What follows belongs to an exercise in optimizing a design on an open flow for small area and a short achievable clock period; a production flow would make more cautious choices. No functional check of the RTL was part of any run shown here.

--- flow/run.sh ---
#!/bin/bash
# Layout flow: the standard ORFS flow (standard.sh), with extra make variables from
# flow/make_args.txt (one VAR=value per line) and, if flow/abc.script exists, that ABC
# script in place of ORFS's abc_speed.script and abc_area.script (a copy of ORFS's scripts folder is used).
# Each ORFS step writes its own log under orfs/logs/; make's output goes to make.log.
set -euo pipefail
HERE=$(pwd)
ARGS=()
if [[ -f flow/abc.script ]]; then
  rm -rf "$HERE/scripts"
  cp -r "$FLOW_HOME/scripts" "$HERE/scripts"
  cp flow/abc.script "$HERE/scripts/abc_speed.script"
  cp flow/abc.script "$HERE/scripts/abc_area.script"
  ARGS+=("SCRIPTS_DIR=$HERE/scripts")
fi
if [[ -f flow/make_args.txt ]]; then
  while IFS= read -r line; do
    [[ -n "$line" && "$line" != \#* ]] && ARGS+=("$line")
  done < flow/make_args.txt
fi
echo "make args: ${ARGS[*]}" > make.log
bash standard.sh "${ARGS[@]}" finish >> make.log 2>&1
--- flow/abc.script ---
strash
dch
map -D 2700
topo
stime -c
buffer -c
upsize -c
dnsize -c
--- flow/make_args.txt ---
ABC_CLOCK_PERIOD_IN_PS=2700
CORE_UTILIZATION=50
SETUP_SLACK_MARGIN=12.5
BUFFER_PORTS_ARGS=-buffer_cell sky130_fd_sc_hd__buf_2
--- standard.sh ---
#!/bin/bash
# synth_recipe.tcl (not shown) runs the flow's synth.tcl, then flattens the netlist and writes it again
# the make line also repeats each setting of config.mk as NAME=value (left out here)
make -C /OpenROAD-flow-scripts/flow DESIGN_CONFIG=/design/flow/config.mk WORK_HOME=/design/flow/orfs CLKGATE_MAP_FILE= SYNTH_SCRIPT=/design/flow/synth_recipe.tcl "${@:-finish}"
--- config.mk ---
export PLATFORM = sky130hd
export DESIGN_NAME = key_expansion
export DESIGN_NICKNAME = key_expansion
export VERILOG_FILES = /design/flow/design.v
export SDC_FILE = /design/flow/constraint.sdc
export NUM_CORES = 4
export LEC_CHECK = 0
export CAP_MARGIN = 20
export CORE_MARGIN = 2
export CORE_UTILIZATION = 40
export SLEW_MARGIN = 20
--- constraint.sdc ---
create_clock -name core_clock -period 17.0 [get_ports {clk}]
set_input_delay 3.4000 -clock core_clock [delete_from_list [all_inputs] [get_ports {clk}]]
set_output_delay 3.4000 -clock core_clock [all_outputs]
set_load 0.01 [all_outputs]
--- design.v ---
package key_expansion_pkg;
    localparam int NR_DEFAULT = 10;
    function automatic logic [7:0] rcon_next(input logic [3:0] r);
        logic [7:0] val;
        val[0] = ~r[2] & ~r[1] & ~r[0];                      
        val[1] = r[3] | (~r[2] & ~r[1] & r[0]);              
        val[2] = (~r[2] & r[1] & ~r[0]) | (r[3] & r[0]);     
        val[3] = (~r[2] & r[1] & r[0]) | (r[3] & ~r[0]);     
        val[4] = r[3] | (r[2] & ~r[1] & ~r[0]);              
        val[5] = (r[2] & ~r[1] & r[0]) | (r[3] & r[0]);      
        val[6] = r[2] & r[1] & ~r[0];                        
        val[7] = r[2] & r[1] & r[0];                         
        rcon_next = val;
    endfunction
endpackage
module aes_sbox (
    input  logic [7:0] data,
    output logic [7:0] sub
);
    logic U0, U1, U2, U3, U4, U5, U6, U7;
    logic T1, T2, T3, T4, T5, T6, T7, T8, T9, T10, T11, T12;
    logic T13, T14, T15, T16, T17, T18, T19, T20, T21, T22, T23, T24;
    logic T25, T26, T27, M1, M2, M3, M4, M5, M6, M7, M8, M9;
    logic M10, M11, M12, M13, M14, M15, M16, M17, M18, M19, M20, M21;
    logic M22, M23, M24, M25, M26, M27, M28, M29, M30, M31, M32, M33;
    logic M34, M35, M36, M37, M38, M39, M40, M41, M42, M43, M44, M45;
    logic M46, M47, M48, M49, M50, M51, M52, M53, M54, M55, M56, M57;
    logic M58, M59, M60, M61, M62, M63, L0, L1, L2, L3, L4, L5;
    logic L6, L7, L8, L9, L10, L11, L12, L13, L14, L15, L16, L17;
    logic L18, L19, L20, L21, L22, L23, L24, L25, L26, L27, L28, L29;
    assign {U0, U1, U2, U3, U4, U5, U6, U7} = data;
    assign T1 = U0 ^ U3;
    assign T2 = U0 ^ U5;
    assign T3 = U0 ^ U6;
    assign T4 = U3 ^ U5;
    assign T5 = U4 ^ U6;
    assign T6 = T1 ^ T5;
    assign T7 = U1 ^ U2;
    assign T8 = U7 ^ T6;
    assign T9 = U7 ^ T7;
    assign T10 = T6 ^ T7;
    assign T11 = U1 ^ U5;
    assign T12 = U2 ^ U5;
    assign T13 = T3 ^ T4;
    assign T14 = T6 ^ T11;
    assign T15 = T5 ^ T11;
    assign T16 = T5 ^ T12;
    assign T17 = T9 ^ T16;
    assign T18 = U3 ^ U7;
    assign T19 = T7 ^ T18;
    assign T20 = T1 ^ T19;
    assign T21 = U6 ^ U7;
    assign T22 = T7 ^ T21;
    assign T23 = T2 ^ T22;
    assign T24 = T2 ^ T10;
    assign T25 = T20 ^ T17;
    assign T26 = T3 ^ T16;
    assign T27 = T1 ^ T12;
    assign M1 = T13 & T6;
    assign M2 = T23 & T8;
    assign M3 = T14 ^ M1;
    assign M4 = T19 & U7;
    assign M5 = M4 ^ M1;
    assign M6 = T3 & T16;
    assign M7 = T22 & T9;
    assign M8 = T26 ^ M6;
    assign M9 = T20 & T17;
    assign M10 = M9 ^ M6;
    assign M11 = T1 & T15;
    assign M12 = T4 & T27;
    assign M13 = M12 ^ M11;
    assign M14 = T2 & T10;
    assign M15 = M14 ^ M11;
    assign M16 = M3 ^ M2;
    assign M17 = M5 ^ T24;
    assign M18 = M8 ^ M7;
    assign M19 = M10 ^ M15;
    assign M20 = M16 ^ M13;
    assign M21 = M17 ^ M15;
    assign M22 = M18 ^ M13;
    assign M23 = M19 ^ T25;
    assign M24 = M22 ^ M23;
    assign M25 = M22 & M20;
    assign M26 = M21 ^ M25;
    assign M27 = M20 ^ M21;
    assign M28 = M23 ^ M25;
    assign M29 = M28 & M27;
    assign M30 = M26 & M24;
    assign M31 = M20 & M23;
    assign M32 = M27 & M31;
    assign M33 = M27 ^ M25;
    assign M34 = M21 & M22;
    assign M35 = M24 & M34;
    assign M36 = M24 ^ M25;
    assign M37 = M21 ^ M29;
    assign M38 = M32 ^ M33;
    assign M39 = M23 ^ M30;
    assign M40 = M35 ^ M36;
    assign M41 = M38 ^ M40;
    assign M42 = M37 ^ M39;
    assign M43 = M37 ^ M38;
    assign M44 = M39 ^ M40;
    assign M45 = M42 ^ M41;
    assign M46 = M44 & T6;
    assign M47 = M40 & T8;
    assign M48 = M39 & U7;
    assign M49 = M43 & T16;
    assign M50 = M38 & T9;
    assign M51 = M37 & T17;
    assign M52 = M42 & T15;
    assign M53 = M45 & T27;
    assign M54 = M41 & T10;
    assign M55 = M44 & T13;
    assign M56 = M40 & T23;
    assign M57 = M39 & T19;
    assign M58 = M43 & T3;
    assign M59 = M38 & T22;
    assign M60 = M37 & T20;
    assign M61 = M42 & T1;
    assign M62 = M45 & T4;
    assign M63 = M41 & T2;
    assign L0 = M61 ^ M62;
    assign L1 = M50 ^ M56;
    assign L2 = M46 ^ M48;
    assign L3 = M47 ^ M55;
    assign L4 = M54 ^ M58;
    assign L5 = M49 ^ M61;
    assign L6 = M62 ^ L5;
    assign L7 = M46 ^ L3;
    assign L8 = M51 ^ M59;
    assign L9 = M52 ^ M53;
    assign L10 = M53 ^ L4;
    assign L11 = M60 ^ L2;
    assign L12 = M48 ^ M51;
    assign L13 = M50 ^ L0;
    assign L14 = M52 ^ M61;
    assign L15 = M55 ^ L1;
    assign L16 = M56 ^ L0;
    assign L17 = M57 ^ L1;
    assign L18 = M58 ^ L8;
    assign L19 = M63 ^ L4;
    assign L20 = L0 ^ L1;
    assign L21 = L1 ^ L7;
    assign L22 = L3 ^ L12;
    assign L23 = L18 ^ L2;
    assign L24 = L15 ^ L9;
    assign L25 = L6 ^ L10;
    assign L26 = L7 ^ L9;
    assign L27 = L8 ^ L10;
    assign L28 = L11 ^ L14;
    assign L29 = L11 ^ L17;
    assign sub[7] = L6 ^ L24;
    assign sub[6] = ~(L16 ^ L26);
    assign sub[5] = ~(L19 ^ L28);
    assign sub[4] = L6 ^ L21;
    assign sub[3] = L20 ^ L22;
    assign sub[2] = L25 ^ L29;
    assign sub[1] = ~(L13 ^ L27);
    assign sub[0] = ~(L6 ^ L23);
endmodule
module key_expansion
#(
    parameter int NR = key_expansion_pkg::NR_DEFAULT
) (
    input  logic            clk,
    input  logic            rst_n,
    input  logic            start_in,
    input  logic [31:0]     K0_in,
    input  logic [31:0]     K1_in,
    input  logic [31:0]     K2_in,
    input  logic [31:0]     K3_in,
    input  logic            ready_in,
    output logic [31:0]     D0_out,
    output logic [31:0]     D1_out,
    output logic [31:0]     D2_out,
    output logic [31:0]     D3_out,
    output logic            valid_out,
    output logic [3:0]      round_out,
    output logic            busy_out,
    output logic            done_out
);
    logic        valid_q, done_q;
    logic [31:0] w0_q, w1_q, w2_q, w3_q;
    logic [3:0]  round_q;
    logic [31:0] sub_word;
    logic [31:0] t_word;
    logic [31:0] rc_word;
    logic [31:0] p0, p1, p2, p3;
    logic [31:0] sel_ld, sel_adv, sel_hold;
    logic [3:0]  round_d;
    logic        last;
    for (genvar i = 0; i < 4; i++) begin : g_sbox
        aes_sbox u_sbox (
            .data (w3_q[(8*i + 24) % 32 +: 8]),
            .sub  (sub_word[8*i +: 8])
        );
    end
    assign rc_word  = {key_expansion_pkg::rcon_next(round_q), 24'h000000};
    assign p0       = w0_q ^ rc_word;
    assign p1       = p0 ^ w1_q;
    assign p2       = p1 ^ w2_q;
    assign p3       = p2 ^ w3_q;
    assign sel_ld   = {32{~valid_q}};
    assign sel_adv  = {32{valid_q & ready_in}};
    assign sel_hold = {32{valid_q & ~ready_in}};
    assign t_word   = sel_adv & sub_word;       
    assign last     = round_q[3] & round_q[1];    
    assign round_d  = ({4{valid_q & ready_in}} & (round_q + 4'd1))
                    | ({4{valid_q & ~ready_in}} & round_q);
    always_ff @(posedge clk or negedge rst_n) begin
        if (!rst_n) begin
            valid_q <= 1'b0;
            done_q  <= 1'b0;
        end else begin
            valid_q <= valid_q ? !(ready_in && last) : start_in;
            done_q  <= valid_q && ready_in && last;
        end
    end
    always_ff @(posedge clk) begin
        w0_q    <= ((sel_ld & K0_in) | (sel_adv & p0) | (sel_hold & w0_q)) ^ t_word;
        w1_q    <= ((sel_ld & K1_in) | (sel_adv & p1) | (sel_hold & w1_q)) ^ t_word;
        w2_q    <= ((sel_ld & K2_in) | (sel_adv & p2) | (sel_hold & w2_q)) ^ t_word;
        w3_q    <= ((sel_ld & K3_in) | (sel_adv & p3) | (sel_hold & w3_q)) ^ t_word;
        round_q <= round_d;
    end
    assign D0_out    = w0_q;
    assign D1_out    = w1_q;
    assign D2_out    = w2_q;
    assign D3_out    = w3_q;
    assign round_out = round_q;
    assign valid_out = valid_q;
    assign busy_out  = valid_q;
    assign done_out  = done_q;
endmodule
==> reports/summary.txt, run 1 <==
grt total ovfl -> 0
Post-Syn Area per Cell -> 6.72 sq um
Slew headroom -> 0.336
Post-synth top flop -> dfxtp_1
initial core utilization -> 0.505
CP Capture Type -> flip-flop
reg2reg path depth -> 27
DR vias/cell -> 5.35
Hold WS -> 0.602 ns
Rows -> 59
Synth Cell Area -> 13,000 sq um
Final Hold Fails -> 0
CP Data Arrival Time -> 4.82 ns
largest family of logic cells by synthesized area -> simple AND/OR/NAND/NOR gates
Clock Tree Buf Depth -> 2
Die W -> 165 um
CP max stage delay -> 0.43 ns
Post-CTS Hold Buffers -> 0
Filler Cells Inserted -> 2,430
Post-Syn Instances -> 1,940
GP Congestion -> 0.891
hpwl dp -> 31.2 mm
vias in the first global route -> 12.6k
Critical path destination -> valid_q$_DFF_PN0_
CP startpoint -> ready_in
Boundary Pins -> 267
commonest non-fill, non-tap cell in the layout -> nand2_1
Critical Path, Cell by Cell -> buf_2, inv_2, nor2_4, buf_12, inv_2, bufbuf_16, nor3_1, nor2_1
TritonRoute pass-1 iters -> 5
worst r2r dst -> w1_q[18]$_DFF_P_
CP max FO -> 24
max-slew violations -> 0
clock buffer count from CTS -> 17
# nets final -> 2,347
setup_tns -> 0 ns
share of cells above drive strength 1 -> 0.286
most frequent cell on the critical path -> inv_2
TritonCTS clock tree -> yes
Buffers on Ports -> 266
Synth cell types -> 63
final wirelength -> 43.9 mm
Area Overhead vs Synth -> 26.0%
EDFF count, synth -> 0
Synth Area in XOR/XNOR -> 0.221
r2r startpoint -> w3_q[14]$_DFF_P_
Final setup viols -> 0
slew at the pin closest to its max-slew limit -> 0.995 ns
Vias -> 13.7k
clock sink count -> 134
Synth Register Bits -> 134
Die H -> 165 um
ys async rst share -> 0.0149
Synth Area in Adders -> 0.00864
startpoint types -> input port
die footprint -> 27,400 sq um
Synth warnings -> 1
worst path required time -> 17.31 ns
first-pass GRT wire length -> 65.4 mm
final std cells w/o fill -> 2,554
core area -> 25,800 sq um
dpl cells -> 2,490
most frequent cells in the layout -> nand2_1 (525), buf_2 (266), inv_1 (189), xor2_1 (127), nor2_1 (125)
status -> timing/DRC/antenna clean
total track usage -> 0.306
Starting DRT DRC Count -> 994
Hold WC Path Type -> flip-flop to flip-flop
Crit Path Category -> input port to flip-flop
DR WL/cell -> 17.2 um
Reg clk slew, reported paths -> 0.07 ns
Tcrit/Tclk final -> 0.265
initial antenna violation count -> 0
clock latency (worst-skew pair) -> 0.44 ns
simple-gate share of the synthesized area -> 0.335
CTS root buffer -> clkbuf_16
post-layout minimum cycle time -> 4.51 ns
CP max-delay cell -> nor3_1
hold path depth -> 4
Compound-Gate Fraction of Synth Area -> 0.141
largest net degree at the start of global routing -> 87
Max Cap Viol -> 0
Ant. Diodes -> 0
f_max -> 222 MHz
post-synthesis sequential area ratio -> 0.207
mux cell area share after synthesis -> 0.00691
RSZ-0062 raised after global routing -> true
Remaining DRCs -> 0
Mapped Nets -> 2,081
Antenna Violating Nets Remaining -> 0
Setup Skew -> 0.0173 ns
# H-tree levels -> 4
==> area by class of cell <==
type	instances	area, sq um	area share
inverters	216	822	0.0500
flip-flops and latches	134	2760	0.168
repair buffers	304	1780	0.108
clock inverters	12	95.1	0.00579
clock buffers	20	447	0.0272
multi-input cells	1533	10100	0.616
well taps	335	419	0.0255
==> worst max-delay path: cells and delay by family <==
kind,cells,cell delay (ns)
buf+inv,5,0.78
simple gates,3,0.63
==> cells in the mapped netlist, drive strengths merged (23+ instances only) <==
| library cell | number | share of area |
|---|---|---|
| xor2 | 173 | 0.13 |
| or2 | 38 | 0.019 |
| nand3b | 24 | 0.016 |
| xnor2 | 119 | 0.092 |
| nand3 | 66 | 0.032 |
| inv | 214 | 0.062 |
| dfxtp | 132 | 0.20 |
| o21a | 36 | 0.021 |
| o211ai | 30 | 0.019 |
| a22oi | 23 | 0.013 |
| nand4 | 92 | 0.044 |
| clkbuf | 44 | 0.013 |
| o21ai | 89 | 0.036 |
| nand2 | 561 | 0.17 |
| nor2 | 140 | 0.043 |
| a21oi | 35 | 0.014 |
==> layer usage <==
metal  GRT usage  vias up  routed length, um
met4      0.0713        0                818
met2       0.523      447              21400
met5           0        -                  0
li1            -     6818                  -
met3      0.0400       53               2330
met1       0.410     6345              19400
==> per-stage QoR <==
stage / cell area [sq um] / worst slack (ns) / utilization
2_1_floorplan: 13100 / 12.49 / -
3_3_place_gp: 14600 / 11.28 / 0.566
3_5_place_dp: 14600 / 11.25 / 0.566
4_1_cts: 15500 / 12.49 / 0.600
5_1_grt: 16400 / 12.34 / 0.636
6_report: 16400 / 12.49 / 0.636
==> flip-flops by register name, summed over array words and instances (netlist names) <==
register,flops
w3_q,32
w0_q,32
w1_q,32
w2_q,32
round_q,4
valid_q,1
done_q,1
==> cell families (layout without fill, tap and decap cells) <==
logic type,count (synthesis),after routing
fa+ha+maj,9,9
compound gates,269,269
buf+inv,274,552
simple gates,952,953
flops,134,134
mux,9,9
xor+xnor,293,293
==> worst min-delay path by stage <==
stage	startpoint	endpoint	slack, ns
6_report	w1_q[24]$_DFF_P_	w1_q[24]$_DFF_P_	0.60
3_5_place_dp	round_q[3]$_DFF_P_	round_q[3]$_DFF_P_	0.59
4_1_cts	round_q[3]$_DFF_P_	round_q[3]$_DFF_P_	0.60
5_1_grt	round_q[3]$_DFF_P_	done_q$_DFF_PN0_	0.64
2_1_floorplan	round_q[3]$_DFF_P_	done_q$_DFF_PN0_	0.56
3_3_place_gp	w1_q[24]$_DFF_P_	w1_q[24]$_DFF_P_	0.59
==> what timing repair did <==
action	4_1_cts	5_1_grt
setup buffers	7	20
cloned	4	1
pin swaps	2	26
setup endpoints to repair	155	133
resized for setup	52	145
==> run 2: changes to the inputs <==
==> flow/abc.script (replaced) <==
strash
dch
map -D 3000
topo
stime -c
buffer -c
upsize -c
dnsize -c
==> flow/make_args.txt (replaced) <==
ABC_CLOCK_PERIOD_IN_PS=3000
CORE_UTILIZATION=50
SETUP_SLACK_MARGIN=12.2
BUFFER_PORTS_ARGS=-buffer_cell sky130_fd_sc_hd__buf_2
==> reports/summary.txt, run 2 <==
status -> timing/DRC/antenna clean
core area -> 22,600 sq um (-13%)
post-layout minimum cycle time -> 4.73 ns (+0.221 ns)
top-area cell type share of the netlist area -> 0.231 (+0.0280)
clock latency (worst-skew pair) -> 0.43 ns (about the same)
CP max FO -> 32 (+33%)
die footprint -> 24,100 sq um (-12%)
Clock Tree Buf Depth -> 2 (unchanged)
Post-Syn Instances -> 1,474 (-24%)
Rows -> 55 (-6.8%)
first-pass GRT wire length -> 52.0 mm (-21%)
TritonCTS clock tree -> yes
HP Start -> round_q[3]$_DFF_P_
hpwl dp -> 25.5 mm (-18%)
Area Overhead vs Synth -> 23.1%
Synth Cell Area -> 11,500 sq um (-12%)
EDFF count, synth -> 0 (unchanged)
Starting DRT DRC Count -> 536 (-46%)
initial core utilization -> 0.508 (+0.00294)
CTS root buffer -> clkbuf_16
vias in the first global route -> 10.0k (-20%)
Synth Register Bits -> 134 (unchanged)
PnR worst setup slack -> 12.27 ns (-0.221 ns)
# nets final -> 1,869 (-20%)
most frequent cells in the layout -> nand2_1 (275), buf_2 (266), xnor2_1 (189), xor2_1 (166), dfxtp_1 (121)
Final Hold Fails -> 0 (unchanged)
max-slew violations -> 0 (unchanged)
Die W -> 155 um (-6.1%)
largest net degree at the start of global routing -> 97 (+11%)
Mapped Nets -> 1,615 (-22%)
Buffers on Ports -> 266 (unchanged)
startpoint types -> flip-flop
Synth top cells by count -> nand2_1 (281), xnor2_1 (192), xor2_1 (183)
slew at the pin closest to its max-slew limit -> 1.02 ns (+0.0238 ns)
final std cells w/o fill -> 2,027 (-21%)
initial antenna violation count -> 1 (+1)
count leader, synth -> nand2_1
dpl cells -> 1,986 (-20%)
final wirelength -> 34.0 mm (-23%)
Slew headroom -> 0.321 (-0.0159)
Die H -> 155 um (-6.1%)
share of cells above drive strength 1 -> 0.286 (about the same)
area leader, netlist -> dfxtp_1
total track usage -> 0.270 (-0.0363)
post-route cell area -> 14,100 sq um (-14%)
DR WL/cell -> 16.8 um (-2.5%)
Hold WC Path Type -> flip-flop to flip-flop
Remaining DRCs -> 0 (unchanged)
Area contributors post-synth -> dfxtp_1 (23%), xnor2_1 (15%), xor2_1 (14%)
post-synthesis sequential area ratio -> 0.235 (+0.0285)
Reg clk slew, reported paths -> 0.06 ns (about the same)
RSZ-0062 raised after global routing -> false
CP Capture Type -> output port
Post-Syn Area per Cell -> 7.77 sq um (+16%)
GP Congestion -> 0.891 (about the same)
Max Cap Viol -> 0 (unchanged)
DR vias/cell -> 5.15 (-3.7%)
Setup Skew -> 0.0118 ns (-0.00553 ns)
Tcrit/Tclk final -> 0.278 (+0.0130)
Final setup viols -> 0 (unchanged)
f_max -> 211 MHz (-4.7%)
Vias -> 10.4k (-24%)
Synth warnings -> 1 (unchanged)
setup_tns -> 0 ns (unchanged)
r2r startpoint -> w3_q[21]$_DFF_P_
CP startpoint -> valid_q$_DFF_PN0_
Hold WS -> 0.587 ns (-0.0157 ns)
TritonRoute pass-1 iters -> 5 (unchanged)
Final Core Density -> 0.625 (-0.0110)
commonest non-fill, non-tap cell in the layout -> nand2_1
clock sink count -> 134 (unchanged)
Synth cell types -> 50 (-21%)
Antenna Violating Nets Remaining -> 0 (unchanged)
clock buffer count from CTS -> 17 (unchanged)
worst path required time -> 13.60 ns (-3.71 ns)
Post-CTS Hold Buffers -> 0 (unchanged)
Post-synth top flop -> dfxtp_1
grt total ovfl -> 0 (unchanged)
Crit Path Category -> flip-flop to output port
setup slack after placement -> 11.43 ns (+0.181 ns)
CP Data Arrival Time -> 1.33 ns (-3.49 ns)
# H-tree levels -> 4 (unchanged)
Cell Area, Placed -> 13,000 sq um (-11%)
Boundary Pins -> 267 (unchanged)
ys async rst share -> 0.0149 (unchanged)
-- run 2: changes by cell type after synthesis, moves of 36 or more --
cell | previous run | this run
a22oi_1 | 23 | 64
inv_1 | 196 | 109
nand2_1 | 542 | 281
nand3_1 | 51 | 15
nand4_1 | 92 | 4
nor2_1 | 132 | 65
xnor2_1 | 104 | 192
-- run 2: critical path, cell delays in order (launching register included) --
cell and delay (ns):
dfrtp_2 0.36, buf_8 0.33, buf_2 0.21
-- run 2: worst paths after layout --
path | endpoint | slack, ns | cells after the start
worst max register to register | w0_q[25]$_DFF_P_ | 12.51 | 19
max in group asynchronous | valid_q$_DFF_PN0_ | 14.15 | 1
worst min-delay path | round_q[3]$_DFF_P_ | 0.59 | 2
worst min register to register | round_q[3]$_DFF_P_ | 0.59 | 2
worst max-delay path | busy_out | 12.27 | 2
min in group asynchronous | valid_q$_DFF_PN0_ | 2.74 | 1
-- run 2: cell families after synthesis --
logic type / share of synthesized area
compound gates: 0.159
buf+inv: 0.0579
flops: 0.235
mux: 0.0201
fa+ha+maj: 0.00983
simple gates: 0.165
xor+xnor: 0.353
-- run 2: metal layers --
metal | wire [um] | GRT usage | part of all wire
met2 | 16300 | 0.464 | 0.48
met3 | 1290 | 0.0393 | 0.038
met5 | 0 | 0 | 0
met1 | 15900 | 0.359 | 0.47
met4 | 442 | 0.0612 | 0.013
-- run 2: timing repair --
item | CTS | global route
cloned | 0 | 1
pin swaps | 0 | 8
resized for setup | 8 | 66
setup endpoints to repair | 111 | 118
setup buffers | 2 | 5
-- run 2: final cells by class --
class                   instances  area (sq um)
fillers                      2099          8460
clock buffers                  18           439
multi-input cells            1167          8460
inverters                     129           490
well taps                     285           357
flip-flops and latches        134          2710
diodes                          1          2.50
repair buffers                279          1490
clock inverters                14           165
==> run 3: changes to the inputs <==
==> flow/make_args.txt (replaced) <==
ABC_CLOCK_PERIOD_IN_PS=3000
CORE_UTILIZATION=50
SETUP_SLACK_MARGIN=12.8
BUFFER_PORTS_ARGS=-buffer_cell sky130_fd_sc_hd__buf_2
==> reports/summary.txt, run 3 <==
Setup Skew -> 0.0165 ns (+0.00467 ns)
Area Overhead vs Synth -> 71.6%
Final setup viols -> 0 (unchanged)
commonest non-fill, non-tap cell in the layout -> buf_4
DR vias/cell -> 5.69 (+10%)
ys async rst share -> 0.0149 (unchanged)
Synth warnings -> 1 (unchanged)
status -> timing/DRC/antenna clean
EDFF count, synth -> 0 (unchanged)
Slew headroom -> 0.421 (+0.101)
GP Congestion -> 0.886 (-0.57%)
Tcrit/Tclk final -> 0.270 (-0.00843)
Post-synth top flop -> dfxtp_1
Mapped Nets -> 1,615 (unchanged)
startpoint types -> flip-flop
Final Core Density -> 0.871 (+0.246)
largest net degree at the start of global routing -> 78 (-20%)
DR WL/cell -> 21.7 um (+30%)
CP Capture Type -> output port
Area contributors post-synth -> dfxtp_1 (23%), xnor2_1 (15%), xor2_1 (14%)
setup slack after placement -> 11.33 ns (-0.102 ns)
Reg clk slew, reported paths -> 0.07 ns (about the same)
Post-CTS Hold Buffers -> 0 (unchanged)
Synth cell types -> 50 (unchanged)
CP startpoint -> valid_q$_DFF_PN0_
HP Start -> w2_q[2]$_DFF_P_
vias in the first global route -> 11.8k (+18%)
Hold WC Path Type -> flip-flop to flip-flop
TritonRoute pass-1 iters -> 6 (+1)
Worst path top cell family by delay -> flip-flops
setup_tns -> 0 ns (unchanged)
WHS Endpoint -> w2_q[2]$_DFF_P_
f_max -> 218 MHz (+3.1%)
clock sink count -> 134 (unchanged)
hold path depth -> 3 (+1)
Vias -> 13.0k (+25%)
share of cells above drive strength 1 -> 0.557 (+0.271)
worst path required time -> 13.60 ns (about the same)
clock latency (worst-skew pair) -> 0.44 ns (about the same)
CP Data Arrival Time -> 1.19 ns (-0.14 ns)
Starting DRT DRC Count -> 1,025 (+91%)
Rows -> 55 (unchanged)
initial core utilization -> 0.508 (unchanged)
CP max FO -> 3 (-91%)
Remaining DRCs -> 0 (unchanged)
Buffers on Ports -> 266 (unchanged)
initial antenna violation count -> 3 (+2)
Buf+Inv Stages, Crit Path -> 2 (unchanged)
Antenna Violating Nets Remaining -> 0 (unchanged)
most frequent cells in the layout -> buf_4 (228), nand2_1 (225), buf_6 (158), xnor2_1 (152), buf_2 (131)
clock buffer count from CTS -> 17 (unchanged)
Critical Path, Cell by Cell -> buf_12, buf_6
CP max-delay cell -> dfrtp_4
Synth Register Bits -> 134 (unchanged)
count leader, synth -> nand2_1
final wirelength -> 49.8 mm (+47%)
Die H -> 155 um (unchanged)
area leader, netlist -> dfxtp_1
Post-Syn Instances -> 1,474 (unchanged)
first-pass GRT wire length -> 62.5 mm (+20%)
reg2reg path depth -> 21 (+2)
Crit Path Category -> flip-flop to output port
grt total ovfl -> 0 (unchanged)
Synth Cell Area -> 11,500 sq um (unchanged)
PnR worst setup slack -> 12.41 ns (+0.143 ns)
RSZ-0062 raised after global routing -> true
Max Cap Viol -> 0 (unchanged)
# nets final -> 2,132 (+14%)
Boundary Pins -> 267 (unchanged)
max-slew violations -> 0 (unchanged)
Clock Tree Buf Depth -> 2 (unchanged)
die footprint -> 24,100 sq um (unchanged)
post-synthesis sequential area ratio -> 0.235 (unchanged)
slew at the pin closest to its max-slew limit -> 0.868 ns (-0.151 ns)
total track usage -> 0.332 (+0.0617)
worst r2r dst -> w0_q[22]$_DFF_P_
Final Hold Fails -> 0 (unchanged)
r2r startpoint -> w3_q[8]$_DFF_P_
CP max stage delay -> 0.50 ns (+0.14 ns)
Die W -> 155 um (unchanged)
CTS root buffer -> clkbuf_16
hpwl dp -> 25.5 mm (+0.21%)
post-layout minimum cycle time -> 4.59 ns (-0.143 ns)
top-area cell type share of the netlist area -> 0.231 (unchanged)
core area -> 22,600 sq um (unchanged)
Synth top cells by count -> nand2_1 (281), xnor2_1 (192), xor2_1 (183)
TritonCTS clock tree -> yes
# H-tree levels -> 4 (unchanged)
Post-Syn Area per Cell -> 7.77 sq um (unchanged)
## run 3: tightest hold or removal path: stages, from the launching register on
cell and delay, ns:
dfxtp_2 0.36, a22oi_1 0.07, nand2_1 0.08, xnor2_1 0.06
## run 3: final cells by class
| type | count | area, sq um |
|---|---|---|
| multi-input combinational | 1167 | 10500 |
| timing repair buffer | 542 | 4720 |
| sequential | 134 | 2960 |
| fill | 1139 | 2920 |
| inverter | 129 | 529 |
| clock buffer | 20 | 447 |
| tap | 285 | 357 |
| clock inverter | 12 | 165 |
| antenna | 2 | 5.00 |
## run 3: logic make-up after synthesis
family | Yosys count | share of synthesized area
adder cells (fa/ha/maj) | 9 | 0.00983
multiplexers | 23 | 0.0201
buffers and inverters | 173 | 0.0579
AND/OR/NAND/NOR | 437 | 0.165
flip-flops | 134 | 0.235
AO/OA/AOI/OAI | 278 | 0.159
XOR/XNOR | 420 | 0.353
## run 3: worst max path at each step
stage | slack [ns] | end | cells past startpoint
floorplan | 12.56 | w0_q[8]$_DFF_P_ | 8
global placement | 11.35 | w2_q[0]$_DFF_P_ | 7
detailed placement | 11.33 | w2_q[0]$_DFF_P_ | 7
CTS | 12.41 | valid_out | 2
global route | 12.37 | w3_q[18]$_DFF_P_ | 27
finish | 12.41 | valid_out | 2
## run 3: timing repair
action                                  4_1_cts  5_1_grt
cloned                                        8        4
pin swaps                                    40      168
resized for setup                           436      338
buffers inserted                            168       91
endpoints found under the setup margin      267      263
## run 3: routing by layer
layer / wire (um) / track usage / share of wire
met2: 24700 / 0.579 / 0.50
met1: 18200 / 0.409 / 0.37
met3: 3950 / 0.0596 / 0.079
met4: 2880 / 0.122 / 0.058
met5: 15 / 0 / 0.00030
## run 3: stage by stage
step	cell area [sq um]	cells	hold slack, ns
2_1_floorplan	11700	1474	0.564
5_1_grt	19700	2290	0.636
6_report	19700	2291	0.612
3_5_place_dp	13200	1986	0.595
4_1_cts	17000	2194	0.590
3_3_place_gp	13200	1986	0.587
==> run 4: changes to the inputs <==
==> flow/make_args.txt (replaced) <==
ABC_CLOCK_PERIOD_IN_PS=3000
CORE_UTILIZATION=65
SETUP_SLACK_MARGIN=12.5
BUFFER_PORTS_ARGS=-buffer_cell sky130_fd_sc_hd__buf_2
==> reports/summary.txt, run 4 <==
max-slew violations -> 0 (unchanged)
clock buffer count from CTS -> 17 (unchanged)
Area contributors post-synth -> dfxtp_1 (23%), xnor2_1 (15%), xor2_1 (14%)
Remaining DRCs -> 0 (unchanged)
Boundary Pins -> 267 (unchanged)
Synth warnings -> 1 (unchanged)
Vias -> 11.7k (-10%)
CP max stage delay -> 0.34 ns (-0.16 ns)
Buffers on Ports -> 266 (unchanged)
Post-synth top flop -> dfxtp_1
largest net degree at the start of global routing -> 69 (-12%)
Post-Syn Instances -> 1,474 (unchanged)
grt total ovfl -> 0 (unchanged)
Post-Syn Area per Cell -> 7.77 sq um (unchanged)
Area Overhead vs Synth -> 30.5%
ys async rst share -> 0.0149 (unchanged)
status -> timing/DRC/antenna clean
EDFF count, synth -> 0 (unchanged)
# H-tree levels -> 4 (unchanged)
Filler Cells Inserted -> 974 (-14%)
Crit Path Category -> flip-flop to flip-flop
Hold WC Path Type -> flip-flop to flip-flop
slew at the pin closest to its max-slew limit -> 0.733 ns (-0.135 ns)
FF/Latch Area -> 2740 sq um (-7.3%)
post-layout minimum cycle time -> 4.62 ns (+0.0245 ns)
Synth cell types -> 50 (unchanged)
Max Cap Viol -> 0 (unchanged)
clock sink count -> 134 (unchanged)
die footprint -> 18,700 sq um (-23%)
final wirelength -> 38.8 mm (-22%)
Clock Tree Buf Depth -> 2 (unchanged)
Starting DRT DRC Count -> 942 (-8.1%)
initial antenna violation count -> 0 (-3)
Ant. Diodes -> 0 (-2)
final std cells w/o fill -> 1,998 (-13%)
cell depth of the worst setup path -> 24 (+22)
most frequent cells in the layout -> nand2_1 (267), buf_2 (265), xnor2_1 (179), xor2_1 (150), dfxtp_1 (104)
clock latency (worst-skew pair) -> 0.45 ns (about the same)
CP max FO -> 5 (+2)
hpwl dp -> 24.6 mm (-3.6%)
Final setup viols -> 0 (unchanged)
CP max-delay cell -> dfxtp_2
Final Hold Fails -> 0 (unchanged)
setup_tns -> 0 ns (unchanged)
Die W -> 137 um (-12%)
vias in the first global route -> 10.6k (-10%)
RSZ-0062 raised after global routing -> true
post-synthesis sequential area ratio -> 0.235 (unchanged)
Tcrit/Tclk final -> 0.271 (+0.00144)
CTS root buffer -> clkbuf_16
worst path required time -> 17.36 ns (+3.76 ns)
initial core utilization -> 0.665 (+0.157)
# nets final -> 1,902 (-11%)
area leader, netlist -> dfxtp_1
Reg clk slew, reported paths -> 0.06 ns (about the same)
f_max -> 217 MHz (-0.53%)
TritonCTS clock tree -> yes
first-pass GRT wire length -> 52.8 mm (-15%)
CP Capture Type -> flip-flop
DR vias/cell -> 5.86 (+2.9%)
Worst path top cell family by delay -> simple AND/OR/NAND/NOR gates
Rows -> 48 (-13%)
core area -> 17,200 sq um (-24%)
TritonRoute pass-1 iters -> 6 (unchanged)
dpl cells -> 1,925 (-3.1%)
share of cells above drive strength 1 -> 0.342 (-0.215)
area of the multi-input gates -> 8960 sq um (-14%)
CP Data Arrival Time -> 4.97 ns (+3.78 ns)
DR WL/cell -> 19.4 um (-11%)
Synth Cell Area -> 11,500 sq um (unchanged)
hold path depth -> 3 (unchanged)
top-area cell type share of the netlist area -> 0.231 (unchanged)
Slew headroom -> 0.511 (+0.0898)
total track usage -> 0.363 (+0.0316)
Die H -> 137 um (-12%)
startpoint types -> flip-flop
Critical Path, Cell by Cell -> inv_2, nand2_1, and2_2, or2_1, and2_4, xor2_2, ha_1, xor2_1, xor2_1, xor2_2, nand2_1, nand3_1, nand2_2, o21ai_1, nand2_2, buf_4, nor2_2, nand3_1, nand2_2, buf_4, xor2_2, a21oi_2, o21ai_4, xor2_1
Synth Register Bits -> 134 (unchanged)
count leader, synth -> nand2_1
reg2reg path depth -> 24 (+14%)
Synth top cells by count -> nand2_1 (281), xnor2_1 (192), xor2_1 (183)
Buf+Inv Stages, Crit Path -> 3 (+1)
Mapped Nets -> 1,615 (unchanged)
Setup Skew -> 0.0156 ns (-0.000852 ns)
Antenna Violating Nets Remaining -> 0 (unchanged)
commonest non-fill, non-tap cell in the layout -> nand2_1
GP Congestion -> 0.908 (+2.6%)
run 4: cell counts after synthesis:
No cell type changed its count.
run 4: kinds of logic (layout without fill, tap and decap cells):
family | Yosys count | after routing | share of synthesized area
AND/OR/NAND/NOR | 437 | 437 | 0.165
XOR/XNOR | 420 | 420 | 0.353
AO/OA/AOI/OAI | 278 | 278 | 0.159
buffers and inverters | 173 | 472 | 0.0579
flip-flops | 134 | 134 | 0.235
multiplexers | 23 | 23 | 0.0201
adder cells (fa/ha/maj) | 9 | 9 | 0.00983
run 4: repair_timing:
action / in CTS / in global routing
resized for setup: 40 / 141
endpoints found under the setup margin: 145 / 133
buffers inserted: 8 / 29
hold buffers: 0 / 0
cloned: 2 / 3
endpoints found under the hold margin: 0 / 0
pin swaps: 8 / 52
run 4: final cells by class:
| cell class | count | share of cell area |
|---|---|---|
| multi-input combinational | 1167 | 0.599 |
| sequential | 134 | 0.184 |
| timing repair buffer | 311 | 0.122 |
| inverter | 129 | 0.0343 |
| clock buffer | 18 | 0.0294 |
| tap | 225 | 0.0188 |
| clock inverter | 13 | 0.0115 |
| timing repair inverter | 1 | 0.000753 |
run 4: worst paths after layout:
path                       slack [ns]              from                end
setup / recovery                12.38  w3_q[14]$_DFF_P_   w3_q[22]$_DFF_P_
hold / removal                   0.61  w2_q[21]$_DFF_P_   w2_q[21]$_DFF_P_
setup reg to reg                12.38  w3_q[14]$_DFF_P_   w3_q[22]$_DFF_P_
hold reg to reg                  0.61  w2_q[21]$_DFF_P_   w2_q[21]$_DFF_P_
max in group asynchronous       14.16             rst_n  valid_q$_DFF_PN0_
min in group asynchronous        2.73             rst_n  valid_q$_DFF_PN0_
run 4: layer usage:
metal	wire [um]	global-route usage
met1	14500	0.436
met2	18900	0.635
met3	3450	0.0711
met4	1950	0.147
met5	0	0
run 4: tightest hold or removal path, cell delays in order (launching register included):
cell	delay, ns
dfxtp_1	0.35
a22oi_1	0.07
nand2_1	0.08
xnor2_1	0.07
run 4: through the flow:
| step | utilization | worst slack [ns] | hold slack (ns) | cell area [sq um] |
|---|---|---|---|---|
| final | 0.867 | 12.38 | 0.614 | 14900 |
| after global routing | 0.867 | 12.25 | 0.643 | 14900 |
| after CTS | 0.806 | 12.48 | 0.589 | 13900 |
| after detailed placement | 0.752 | 11.11 | 0.578 | 13000 |
| after global placement | 0.752 | 11.14 | 0.583 | 13000 |
| after floorplan | - | 12.47 | 0.561 | 11500 |
==> run 5: changes to the inputs <==
==> flow/make_args.txt (replaced) <==
ABC_CLOCK_PERIOD_IN_PS=3000
CORE_UTILIZATION=50
SETUP_SLACK_MARGIN=12.5
BUFFER_PORTS_ARGS=-buffer_cell sky130_fd_sc_hd__buf_1
CTS_BUF_LIST=sky130_fd_sc_hd__clkbuf_8
==> reports/summary.txt, run 5 <==
Synth cell types -> 50 (unchanged)
Post-CTS Hold Buffers -> 0 (unchanged)
grt total ovfl -> 0 (unchanged)
die footprint -> 24,100 sq um (+29%)
# nets final -> 1,920 (+0.95%)
Setup Skew -> 0.0171 ns (+0.00148 ns)
CTS root buffer -> clkbuf_8
Worst path top cell family by delay -> flip-flops
vias in the first global route -> 10.2k (-4.0%)
f_max -> 223 MHz (+2.9%)
CP Capture Type -> output port
GP Congestion -> 0.876 (-3.6%)
Die H -> 155 um (+14%)
Clock Tree Buf Depth -> 2 (unchanged)
initial antenna violation count -> 3 (+3)
largest net degree at the start of global routing -> 70 (+1.4%)
Synth top cells by count -> nand2_1 (281), xnor2_1 (192), xor2_1 (183)
post-synthesis sequential area ratio -> 0.235 (unchanged)
Final setup viols -> 0 (unchanged)
TritonRoute pass-1 iters -> 5 (-1)
share of cells above drive strength 1 -> 0.217 (-0.125)
Post-synth top flop -> dfxtp_1
Post-Syn Instances -> 1,474 (unchanged)
Buffers on Ports -> 266 (unchanged)
area of the multi-input gates -> 8970 sq um (+0.11%)
post-layout minimum cycle time -> 4.49 ns (-0.128 ns)
most frequent cells in the layout -> nand2_1 (261), buf_1 (244), xnor2_1 (179), xor2_1 (147), inv_1 (99)
final wirelength -> 37.7 mm (-2.9%)
Remaining DRCs -> 0 (unchanged)
Crit Path Category -> flip-flop to output port
Max Cap Viol -> 0 (unchanged)
Area Overhead vs Synth -> 28.5%
Synth Area in XOR/XNOR -> 0.353 (unchanged)
total track usage -> 0.288 (-0.0757)
hpwl dp -> 25.8 mm (+5.0%)
CP Data Arrival Time -> 1.09 ns (-3.88 ns)
CP max stage delay -> 0.49 ns (+0.15 ns)
Reg clk slew, reported paths -> 0.09 ns (+0.03 ns)
Synth Cell Area -> 11,500 sq um (unchanged)
Antenna Violating Nets Remaining -> 0 (unchanged)
worst path required time -> 13.60 ns (-3.76 ns)
Post-Syn Area per Cell -> 7.77 sq um (unchanged)
Slew headroom -> 0.497 (-0.0145)
Buf+Inv Stages, Crit Path -> 1 (-2)
mux cell area share after synthesis -> 0.0201 (unchanged)
slew at the pin closest to its max-slew limit -> 0.755 ns (+0.0217 ns)
clock buffer count from CTS -> 17 (unchanged)
startpoint types -> flip-flop
commonest non-fill, non-tap cell in the layout -> nand2_1
largest family of logic cells by synthesized area -> XOR/XNOR gates
TritonCTS clock tree -> yes
Rows -> 55 (+15%)
Critical Path, Cell by Cell -> clkbuf_2
FF/Latch Area -> 2790 sq um (+1.8%)
ys async rst share -> 0.0149 (unchanged)
# H-tree levels -> 4 (unchanged)
DR vias/cell -> 5.26 (-10%)
setup_tns -> 0 ns (unchanged)
Hold WC Path Type -> flip-flop to flip-flop
count leader, synth -> nand2_1
clock sink count -> 134 (unchanged)
EDFF count, synth -> 0 (unchanged)
max-slew violations -> 0 (unchanged)
top-area cell type share of the netlist area -> 0.231 (unchanged)
CP max FO -> 3 (-2)
Final Hold Fails -> 0 (unchanged)
initial core utilization -> 0.508 (-0.157)
Boundary Pins -> 267 (unchanged)
area leader, netlist -> dfxtp_1
clock latency (worst-skew pair) -> 0.47 ns (+0.02 ns)
first-pass GRT wire length -> 54.4 mm (+3.0%)
Vias -> 10.9k (-6.8%)
Synth warnings -> 1 (unchanged)
Cell Area, Placed -> 12,700 sq um (-1.9%)
Synth Area in Adders -> 0.00983 (unchanged)
Tcrit/Tclk final -> 0.264 (-0.00755)
Mapped Nets -> 1,615 (unchanged)
Filler Cells Inserted -> 2,005 (+110%)
RSZ-0062 raised after global routing -> true
Compound-Gate Fraction of Synth Area -> 0.159 (unchanged)
status -> timing/DRC/antenna clean
post-route cell area -> 14,700 sq um (-1.5%)
Area contributors post-synth -> dfxtp_1 (23%), xnor2_1 (15%), xor2_1 (14%)
Starting DRT DRC Count -> 686 (-27%)
CP max-delay cell -> dfrtp_4
Die W -> 155 um (+14%)
simple-gate share of the synthesized area -> 0.165 (unchanged)
core area -> 22,600 sq um (+31%)
DR WL/cell -> 18.1 um (-6.5%)
Synth Register Bits -> 134 (unchanged)
-- run 5: cell types whose count changed in the layout (fill, tap and decap cells not counted), moves of 16 or more --
cell / delta
dfxtp_4: +16
clkbuf_2: +18
buf_2: -262
clkbuf_16: -16
buf_1: +244
buf_4: +19
clkbuf_8: +16
-- run 5: logic make-up after synthesis --
kind of cell,Yosys count
and+or+nand+nor,437
buffers and inverters,173
DFF,134
AOI/OAI and AO/OA,278
xor gates and xnor gates,420
muxes,23
adders and majority gates,9
-- run 5: per-stage QoR --
stage,hold slack [ns],util,setup WS [ns],std cells
global route,0.608,0.652,12.42,2075
global placement,0.605,0.563,11.17,1986
finish,0.597,0.652,12.51,2076
floorplan,0.561,-,12.47,1474
CTS,0.571,0.600,12.50,2027
detailed placement,0.595,0.563,11.12,1986
-- run 5: repair_timing --
item / 4_1_cts / 5_1_grt
gates cloned: 3 / 3
pin swaps: 7 / 46
setup buffers: 8 / 45
setup endpoints to repair: 162 / 160
gates resized for setup: 73 / 159
-- run 5: routing by layer --
layer  wire length [um]  vias up  track usage
met5                 25        -            0
met4                735        4       0.0778
met3               2210       56       0.0518
met2              18300      363        0.489
met1              16300     5151        0.375
li1                   -     5339            -
-- run 5: final cells by class --
cell class              count  share of cell area
flip-flops and latches    134               0.190
clock inverters            13              0.0124
inverters                 129              0.0342
clock buffers              17              0.0159
repair buffers            330               0.114
diodes                      1            0.000170
well taps                 285              0.0242
multi-input cells        1167               0.609
-- run 5: worst paths after layout --
kind	startpoint	to	depth (start not counted)
min in group asynchronous	rst_n	valid_q$_DFF_PN0_	1
max in group asynchronous	rst_n	valid_q$_DFF_PN0_	1
hold reg to reg	round_q[3]$_DFF_P_	round_q[3]$_DFF_P_	2
setup / recovery	valid_q$_DFF_PN0_	busy_out	1
setup reg to reg	w3_q[9]$_DFF_P_	w0_q[22]$_DFF_P_	26
hold / removal	round_q[3]$_DFF_P_	round_q[3]$_DFF_P_	2
==> run 6: changes to the inputs <==
--- a/flow/make_args.txt
+++ b/flow/make_args.txt
@@ -1,3 +1,3 @@
 ABC_CLOCK_PERIOD_IN_PS=3000
-CORE_UTILIZATION=50
+CORE_UTILIZATION=40
 SETUP_SLACK_MARGIN=12.5
==> reports/summary.txt, run 6 <==
Post-Syn Instances -> 1,474 (unchanged)
Post-Syn Area per Cell -> 7.77 sq um (unchanged)
Post-synth top flop -> dfxtp_1
CP Data Arrival Time -> 1.09 ns (about the same)
Vias -> 10.7k (-2.2%)
clock buffer count from CTS -> 17 (unchanged)
Slew headroom -> 0.383 (-0.114)
clock sink count -> 134 (unchanged)
Final Core Density -> 0.517 (-0.135)
status -> timing/DRC/antenna clean
Cell Area, Placed -> 12,800 sq um (+0.92%)
startpoint types -> flip-flop
DR vias/cell -> 4.95 (-5.8%)
Area Overhead vs Synth -> 26.4%
top-area cell type share of the netlist area -> 0.231 (unchanged)
initial antenna violation count -> 1 (-2)
# H-tree levels -> 4 (unchanged)
slew at the pin closest to its max-slew limit -> 0.925 ns (+0.171 ns)
Synth cell types -> 50 (unchanged)
final wirelength -> 34.7 mm (-7.9%)
Final Hold Fails -> 0 (unchanged)
Met3 Wirelength -> 1.63 mm (-26%)
Synth Register Bits -> 134 (unchanged)
max-slew violations -> 0 (unchanged)
initial core utilization -> 0.409 (-0.0986)
commonest non-fill, non-tap cell in the layout -> nand2_1
post-route cell area -> 14,500 sq um (-1.7%)
Mapped Nets -> 1,615 (unchanged)
Reg clk slew, reported paths -> 0.08 ns (about the same)
largest net degree at the start of global routing -> 84 (+20%)
Antenna Violating Nets Remaining -> 0 (unchanged)
Synth Cell Area -> 11,500 sq um (unchanged)
Post-CTS Hold Buffers -> 0 (unchanged)
count leader, synth -> nand2_1
Tcrit/Tclk final -> 0.264 (about the same)
Starting DRT DRC Count -> 607 (-12%)
CP Capture Type -> output port
Final setup viols -> 0 (unchanged)
Synth warnings -> 1 (unchanged)
core area -> 28,000 sq um (+24%)
Remaining DRCs -> 0 (unchanged)
CP max-delay cell -> dfrtp_4
Synth top cells by count -> nand2_1 (281), xnor2_1 (192), xor2_1 (183)
Die W -> 173 um (+12%)
setup_tns -> 0 ns (unchanged)
area leader, netlist -> dfxtp_1
Worst path top cell family by delay -> flip-flops
f_max -> 223 MHz (about the same)
Ant. Diodes -> 0 (-1)
M1 wire length -> 15.8 mm (-3.5%)
post-synthesis sequential area ratio -> 0.235 (unchanged)
Setup Skew -> 0.0198 ns (+0.00269 ns)
post-layout minimum cycle time -> 4.49 ns (+0.00260 ns)
metal2 WL -> 16.6 mm (-9.2%)
Buffers on Ports -> 266 (unchanged)
# nets final -> 1,904 (-0.83%)
Crit Path Category -> flip-flop to output port
GP Congestion -> 0.873 (-0.26%)
share of cells above drive strength 1 -> 0.204 (-0.0124)
Boundary Pins -> 267 (unchanged)
CP max FO -> 3 (unchanged)
ys async rst share -> 0.0149 (unchanged)
CP max stage delay -> 0.50 ns (about the same)
Clock Tree Buf Depth -> 2 (unchanged)
Hold WC Path Type -> flip-flop to flip-flop
grt total ovfl -> 0 (unchanged)
most frequent cells in the layout -> nand2_1 (263), buf_1 (245), xnor2_1 (180), xor2_1 (155), inv_1 (99)
worst path required time -> 13.60 ns (about the same)
EDFF count, synth -> 0 (unchanged)
TritonRoute pass-1 iters -> 5 (unchanged)
hpwl dp -> 25.1 mm (-2.8%)
DR WL/cell -> 16.1 um (-11%)
top routing layer in use -> met5
RSZ-0062 raised after global routing -> true
Buf+Inv Stages, Crit Path -> 1 (unchanged)
first-pass GRT wire length -> 53.0 mm (-2.6%)
Die H -> 173 um (+12%)
clock latency (worst-skew pair) -> 0.47 ns (about the same)
Rows -> 61 (+11%)
Max Cap Viol -> 0 (unchanged)
vias in the first global route -> 10.1k (-0.84%)
TritonCTS clock tree -> yes
CTS root buffer -> clkbuf_8
Area contributors post-synth -> dfxtp_1 (23%), xnor2_1 (15%), xor2_1 (14%)
Hold WS -> 0.565 ns (-0.0322 ns)
total track usage -> 0.218 (-0.0692)
Critical Path, Cell by Cell -> clkbuf_2
die footprint -> 30,000 sq um (+24%)
## run 6: area by class of cell
| class | count | area [sq um] |
|---|---|---|
| Tap cell | 378 | 473 |
| Inverter | 129 | 508 |
| Sequential cell | 134 | 2790 |
| Clock inverter | 13 | 144 |
| Clock buffer | 19 | 262 |
| Timing Repair Buffer | 314 | 1460 |
| Multi-Input combinational cell | 1167 | 8850 |
| Fill cell | 2713 | 13500 |
## run 6: layer usage
layer  vias up  GRT usage
met5         -          0
met2       294      0.364
met1      5000      0.292
met4         2     0.0629
met3        41     0.0342
li1       5331          -
## run 6: cells by family (layout without fill, tap and decap cells)
family          after synthesis  count (layout)  synth area share
flops                       134             134             0.235
buf+inv                     173             475            0.0579
compound gates              278             278             0.159
xor+xnor                    420             420             0.353
fa+ha+maj                     9               9           0.00983
simple gates                437             437             0.165
mux                          23              23            0.0201
## run 6: worst reg2reg max path: cells and delay by family (launching register included)
kind            cells  cell delay, ns
compound gates      4            0.54
xor+xnor            8            1.76
flops               1            0.38
buf+inv             2            0.23
simple gates        8            1.07
fa+ha+maj           1            0.29
## run 6: worst paths after layout
kind                                     from                 end  slack (ns)  cells after the start
max                         valid_q$_DFF_PN0_            busy_out       12.51                      1
min                        round_q[3]$_DFF_P_  round_q[3]$_DFF_P_        0.56                      2
max reg2reg                  w3_q[13]$_DFF_P_    w0_q[22]$_DFF_P_       12.62                     23
min reg2reg                round_q[3]$_DFF_P_  round_q[3]$_DFF_P_        0.56                      2
max in group asynchronous               rst_n   valid_q$_DFF_PN0_       14.15                      1
min in group asynchronous               rst_n   valid_q$_DFF_PN0_        2.71                      1
## run 6: per-stage QoR
step | setup WS [ns] | std cells
after detailed placement | 11.57 | 2079
after floorplan | 12.47 | 1474
after CTS | 12.49 | 2118
final | 12.51 | 2154
after global routing | 12.37 | 2154
after global placement | 11.61 | 2079
## run 6: what timing repair did
| item | 4_1_cts | 5_1_grt |
|---|---|---|
| buffers inserted | 6 | 36 |
| pin swaps | 9 | 42 |
| gates resized for setup | 62 | 147 |
| gates cloned | 1 | 0 |
| endpoints found under the setup margin | 152 | 155 |
==> run 7: changes to the inputs <==
==> flow/make_args.txt (replaced) <==
ABC_CLOCK_PERIOD_IN_PS=3000
CORE_UTILIZATION=50
SETUP_SLACK_MARGIN=12.35
BUFFER_PORTS_ARGS=-buffer_cell sky130_fd_sc_hd__buf_1
CTS_ARGS=-sink_clustering_enable -repair_clock_nets -buf_list sky130_fd_sc_hd__clkbuf_8 -dont_use_dummy_load
==> reports/summary.txt, run 7 <==
status -> timing/DRC/antenna clean
Boundary Pins -> 267 (unchanged)
Final setup viols -> 0 (unchanged)
Buffers on Ports -> 266 (unchanged)
post-layout minimum cycle time -> 4.59 ns (+0.0972 ns)
met1 Resource Use GR -> 0.383 (+0.0906)
# H-tree levels -> 4 (unchanged)
final wirelength -> 34.8 mm (+0.25%)
Post-Syn Area per Cell -> 7.77 sq um (unchanged)
CP Capture Type -> output port
Crit Path Category -> flip-flop to output port
Mapped Nets -> 1,615 (unchanged)
max-slew violations -> 0 (unchanged)
initial antenna violation count -> 3 (+2)
DR vias/cell -> 5.22 (+5.4%)
Synth Cell Area -> 11,500 sq um (unchanged)
Antenna Violating Nets Remaining -> 0 (unchanged)
GP Congestion -> 0.879 (+0.58%)
f_max -> 218 MHz (-2.1%)
Setup Skew -> 0.0412 ns (+0.0215 ns)
CP max-delay cell -> dfxtp_1
Max Cap Viol -> 0 (unchanged)
Clock Tree Buf Depth -> 2 (unchanged)
share of cells above drive strength 1 -> 0.144 (-0.0605)
Worst path top cell family by delay -> flip-flops
count leader, synth -> nand2_1
WHS Endpoint -> done_q$_DFF_PN0_
Synth top cells by count -> nand2_1 (281), xnor2_1 (192), xor2_1 (183)
CP max stage delay -> 0.55 ns (+0.05 ns)
CTS root buffer -> clkbuf_8
met3 Use GR -> 0.0487 (+0.0145)
Die W -> 155 um (-10%)
Synth warnings -> 1 (unchanged)
Critical Path, Cell by Cell -> buf_1
ys async rst share -> 0.0149 (unchanged)
hpwl dp -> 25.7 mm (+2.1%)
first-pass GRT wire length -> 53.2 mm (+0.38%)
Tcrit/Tclk final -> 0.270 (+0.00572)
commonest non-fill, non-tap cell in the layout -> nand2_1
core area -> 22,600 sq um (-19%)
Slew headroom -> 0.349 (-0.0341)
Buf+Inv Stages, Crit Path -> 1 (unchanged)
setup_tns -> 0 ns (unchanged)
top-area cell type share of the netlist area -> 0.231 (unchanged)
Remaining DRCs -> 0 (unchanged)
HP Start -> round_q[3]$_DFF_P_
Area Overhead vs Synth -> 19.8%
Die H -> 155 um (-10%)
startpoint types -> flip-flop
hold path depth -> 2 (unchanged)
Rows -> 55 (-9.8%)
worst path required time -> 13.60 ns (about the same)
clock buffer count from CTS -> 17 (unchanged)
total track usage -> 0.281 (+0.0629)
CP Data Arrival Time -> 1.19 ns (+0.10 ns)
post-synthesis sequential area ratio -> 0.235 (unchanged)
grt total ovfl -> 0 (unchanged)
Final Core Density -> 0.608 (+0.0911)
Synth cell types -> 50 (unchanged)
Hold WS -> 0.593 ns (+0.0284 ns)
clock sink count -> 134 (unchanged)
largest net degree at the start of global routing -> 92 (+9.5%)
r2r startpoint -> w3_q[25]$_DFF_P_
EDFF count, synth -> 0 (unchanged)
CP startpoint -> w3_q[25]$_DFF_P_
Post-synth top flop -> dfxtp_1
slew at the pin closest to its max-slew limit -> 0.977 ns (+0.0512 ns)
Post-Syn Instances -> 1,474 (unchanged)
worst r2r dst -> w3_q[7]$_DFF_P_
DR WL/cell -> 17.1 um (+6.4%)
reg2reg path depth -> 21 (-8.7%)
Final Hold Fails -> 0 (unchanged)
Vias -> 10.6k (-0.70%)
vias in the first global route -> 10.2k (+0.59%)
CP max FO -> 6 (+3)
met2 Usage GRT -> 0.462 (+0.0978)
busiest grt layer -> met2
initial core utilization -> 0.508 (+0.0986)
# nets final -> 1,887 (-0.89%)
Post-CTS Hold Buffers -> 0 (unchanged)
Area contributors post-synth -> dfxtp_1 (23%), xnor2_1 (15%), xor2_1 (14%)
Hold WC Path Type -> flip-flop to flip-flop
Starting DRT DRC Count -> 657 (+8.2%)
Synth Register Bits -> 134 (unchanged)
RSZ-0062 raised after global routing -> true
TritonRoute pass-1 iters -> 7 (+2)
most frequent cells in the layout -> nand2_1 (271), buf_1 (265), xnor2_1 (187), xor2_1 (162), dfxtp_1 (118)
TritonCTS clock tree -> yes
clock latency (worst-skew pair) -> 0.46 ns (about the same)
area leader, netlist -> dfxtp_1
Reg clk slew, reported paths -> 0.08 ns (about the same)
die footprint -> 24,100 sq um (-20%)
-- run 7: cell types whose count changed in the layout (fill, tap and decap cells not counted), moves of 5 or more --
cell      previous run  this run
buf_2               10         1
xor2_4              12         7
nand2_1            263       271
dfxtp_4             19         0
xnor2_2             24        19
buf_1              245       265
xnor2_1            180       187
buf_4               42        23
a21oi_1             29        34
xor2_1             155       162
nand2_2             37        32
dfxtp_1             96       118
clkbuf_2            11         0
-- run 7: worst max-delay path by stage --
stage,to,slack (ns),cells past startpoint
after detailed placement,w3_q[28]$_DFF_P_,11.00,10
final,D3_out[25],12.41,1
after floorplan,w0_q[19]$_DFF_P_,12.36,8
after global routing,w0_q[7]$_DFF_P_,12.27,25
after CTS,w3_q[28]$_DFF_P_,12.33,10
after global placement,w3_q[28]$_DFF_P_,11.09,10
-- run 7: cell families (layout without fill, tap and decap cells) --
kind of cell,after synthesis,in the layout,share of synthesized area
buf+inv,173,443,0.0579
fa+ha+maj,9,9,0.00983
compound gates,278,278,0.159
mux,23,23,0.0201
xor+xnor,420,420,0.353
flops,134,134,0.235
other cells,0,1,0
simple gates,437,437,0.165
-- run 7: worst reg2reg max path, cell delays in order (launching register included) --
cell	delay (ns)
dfxtp_1	0.55
xor2_4	0.19
xnor2_2	0.36
xnor2_1	0.20
ha_1	0.27
xor2_1	0.24
xor2_2	0.20
xor2_2	0.23
inv_2	0.07
nand2_1	0.12
nor2_1	0.07
a21oi_2	0.17
inv_1	0.08
nand2_1	0.07
nand2_2	0.10
xnor2_2	0.22
nand2_2	0.18
xor2_4	0.24
xor2_1	0.26
o21ai_1	0.10
a21oi_2	0.27
xnor2_1	0.16
-- run 7: repair_timing --
item	in CTS	in global routing
resized for setup	14	83
pin swaps	1	22
setup endpoints to repair	132	133
gates cloned	2	1
setup buffers	4	19
-- run 7: final cells by class --
cell class	count	area [sq um]
Multi-Input combinational cell	1167	8560
Clock buffer	17	234
Tap cell	285	357
Inverter	129	494
Fill cell	2093	8850
Timing Repair Buffer	297	1370
Antenna cell	1	2.50
Sequential cell	134	2710
-- run 7: routing by layer --
layer | share of wire | up-vias
li1 | - | 5281
met1 | 0.46 | 4969
met2 | 0.46 | 300
met3 | 0.054 | 39
met4 | 0.020 | 4
met5 | 0.00078 | -
-- run 7: through the flow --
stage | setup WS [ns] | std cells | cell area (sq um)
after floorplan | 12.36 | 1474 | 11500
after global placement | 11.09 | 1986 | 12700
after detailed placement | 11.00 | 1986 | 12700
after CTS | 12.33 | 2009 | 13100
after global routing | 12.27 | 2030 | 13700
final | 12.41 | 2030 | 13700

==> separate check: timing with driven ports <==
No port has a modelled driver above. Below, the same layouts with a new extraction and two added sets of constraints. Step 1 (the two cells are an assumption about what drives the block):
set clk [get_ports {clk}]
set_driving_cell -lib_cell sky130_fd_sc_hd__clkbuf_16 $clk
set_driving_cell -lib_cell sky130_fd_sc_hd__buf_2 [delete_from_list [all_inputs] $clk]
Step 2, shift: input delay + t, output delay - t, t = (earliest + latest rising clock arrival at the registers) / 2. This alone moves slack from input paths to output paths. a / b / c = no drivers / after step 1 / after step 2; a / b = the first two.
| run | t (ns) | setup WS [ns] | worst setup path after step 2 | latest minus earliest clock arrival (ns) |
|---|---|---|---|---|
| run 1 | 0.480 | 12.487 / 12.465 / 12.038 | input to register | 0.018 / 0.019 |
| run 2 | 0.477 | 12.266 / 12.217 / 11.850 | input to register | 0.013 / 0.013 |
| run 3 | 0.485 | 12.409 / 12.359 / 12.165 | input to register | 0.017 / 0.017 |
| run 4 | 0.486 | 12.385 / 12.385 / 11.996 | input to register | 0.017 / 0.016 |
| run 5 | 0.510 | 12.513 / 12.468 / 12.102 | input to register | 0.018 / 0.018 |
| run 6 | 0.503 | 12.510 / 12.467 / 12.092 | input to register | 0.023 / 0.024 |
| run 7 | 0.488 | 12.413 / 12.368 / 11.994 | input to register | 0.042 / 0.042 |
After both steps every run listed still meets setup and hold. The setup slack of run 1, which loses most, moves by -0.022 ns with the drivers and by -0.449 ns with both steps.
